What follows belongs to an exercise in optimizing a design on an open flow for small area; a production flow would make more cautious choices. In this exercise RTL edits were held to simulation tests only and were not proved equivalent to the original. No activity file was given, so power comes from the tool's default toggle rates.

==> inputs of job 1297 <==
Design tcpcRegisterFile, start of the top module:
module tcpcRegisterFile
(
	input  logic        CLK,
	input  logic        reset,
	input  logic        req_i,
	input  logic        rnw_i,
	input  logic [7:0]  addr_i,
	input  logic [15:0] wrData_i,
	input  logic [15:0] vendorId_i,
	input  logic [15:0] productId_i,
	input  logic [15:0] deviceId_i,
	input  logic [7:0]  ccStatus_i,
	input  logic [7:0]  powerStatus_i,
	output logic        ack_o,
	output logic [15:0] rdData_o,
	output logic [7:0]  roleControl_o,
	output logic [7:0]  powerControl_o,
	output logic [7:0]  transmit_o
);
export LEC_CHECK = 0
export CAP_MARGIN = 10
export CORE_MARGIN = 2
export CORE_UTILIZATION = 80
export SLEW_MARGIN = 10
export SYNTH_HIERARCHICAL = 1
export SYNTH_MINIMUM_KEEP_SIZE = 0
create_clock -name core_clock -period 5.0 [get_ports {CLK}]
standard.sh (not shown) runs the stock make flow with config.mk's settings and CLKGATE_MAP_FILE= SYNTH_SCRIPT=/design/flow/synth_recipe.tcl, a recipe that flattens the netlist after the stock synthesis.
==> flow/flow/run.sh <==
#!/bin/bash
# The standard layout (the standard.sh, unchanged synthesis) with two knobs:
# ports are buffered with the smallest buffer, and clock tree synthesis uses
# clkbuf_8 sink clusters without dummy loads. All output goes to flow.log here;
# ORFS keeps each step's own log under orfs/logs/.
set -euo pipefail
cd "$(dirname "$0")/.."
bash standard.sh \
	"BUFFER_PORTS_ARGS=-buffer_cell sky130_fd_sc_hd__buf_1" \
	"CTS_ARGS=-sink_clustering_enable -repair_clock_nets -dont_use_dummy_load -buf_list sky130_fd_sc_hd__clkbuf_8 -sink_clustering_size 16 -sink_clustering_max_diameter 60" \
	finish > flow.log 2>&1
==> job 3901 (differences from job 1297) <==
--- a/flow/config.mk
+++ b/flow/config.mk
@@ -6,8 +6,8 @@
 export NUM_CORES = 4
 export LEC_CHECK = 0
-export CAP_MARGIN = 10
+export CAP_MARGIN = 5
 export CORE_MARGIN = 2
-export CORE_UTILIZATION = 80
-export SLEW_MARGIN = 10
+export CORE_UTILIZATION = 70
+export SLEW_MARGIN = 5
 export SYNTH_HIERARCHICAL = 1
 export SYNTH_MINIMUM_KEEP_SIZE = 0
==> notes <==
Between job 1297 and job 3901, the lower fmax is in job 1297 (gap 4.6%, measured against job 3901).
Clock power is about the same in job 1297 and job 3901.
Between job 1297 and job 3901, the lower clock skew is in job 1297 (gap 0.041 ns).
Against job 3901, the via count of job 1297 is larger by about 3%.
In synthesized cell count, job 1297 and job 3901 do not differ.
First-iteration DRC count: job 1297 is higher than job 3901 (about 8%).
Register-to-register slack is about the same in job 3901 and job 1297.
Critical path depth is the same in job 1297 and job 3901.
In sequential cell count, job 1297 and job 3901 do not differ.
Sequential power is about the same in job 1297 and job 3901.
==> figures <==
Run status: job 3901 no timing/DRC/antenna violations; job 1297 no timing/DRC/antenna violations
End point of the critical path: job 3901 rdData_o[4]$_DFF_P_; job 1297 rdData_o[2]$_DFF_P_
Largest stage delay on the critical path: job 3901 0.73 ns; job 1297 0.77 ns
Length of routed met3 wiring: job 3901 6630 microns; job 1297 7720 microns
GRT met1 Usage: job 3901 58.9%; job 1297 63.9%
P_int: job 3901 0.00494 W; job 1297 0.00492 W
Seq. pwr: job 3901 0.00423 W; job 1297 0.00424 W
Number of vias in the routed layout: job 3901 14600; job 1297 15000
Max IR drop VDD: job 3901 0.343 mV; job 1297 0.312 mV
GR Util All Layers: job 3901 39.9%; job 1297 45.5%
Area of combinational cells with multiple inputs: job 3901 7130 sq um; job 1297 7130 sq um
Post-layout min period: job 3901 3.60 ns; job 1297 3.77 ns
DRT Pass-1 Iters: job 3901 12; job 1297 13
Filler-free cell count of the finished design: job 3901 1903; job 1297 1858
Fraction of final layout cells with drive strength greater than 1: job 3901 6.53%; job 1297 6.53%
Minimum hold slack: job 3901 0.475 ns; job 1297 0.478 ns
Area of the placeable core: job 3901 24400 sq um; job 1297 21600 sq um
Final antenna diode count: job 3901 2; job 1297 0
Seq pwr share: job 3901 63.3%; job 1297 63.4%
Global-route track usage on met3: job 3901 6.95%; job 1297 11.1%
Routability-driven placement congestion ratio: job 3901 1.08; job 1297 1.05

[what the ideal ports hide]
How much do the figures lean on ideal ports? The routed layouts below were timed once more, with nothing changed but the port constraints. Step 1, drivers: a clkbuf_16 drives CLK and a buf_2 each remaining input, both assumed. Step 2 adds t to the input delays and takes it off the output delays; t is the mean of the earliest and latest rising clock arrival at the registers after step 1. Input paths then give back, and output paths get back, about the clock's delay inside the block. a / b / c = ideal / step 1 / step 2; a / b = the first two.
run | t (ns) | setup slack, ns | hold slack, ns | worst setup path after step 2 | clock arrival spread, ns
job 1297 | 0.591 | 1.226 / 1.224 / 0.632 | 0.478 / 0.478 / 0.478 | input to register | 0.034 / 0.035
job 3901 | 0.574 | 1.401 / 1.393 / 0.820 | 0.475 / 0.475 / 0.475 | input to register | 0.073 / 0.073
After both steps every run listed still meets setup and hold. For job 1297, which loses most, drivers alone change the setup slack by -0.002 ns; drivers and shift together by -0.594 ns.
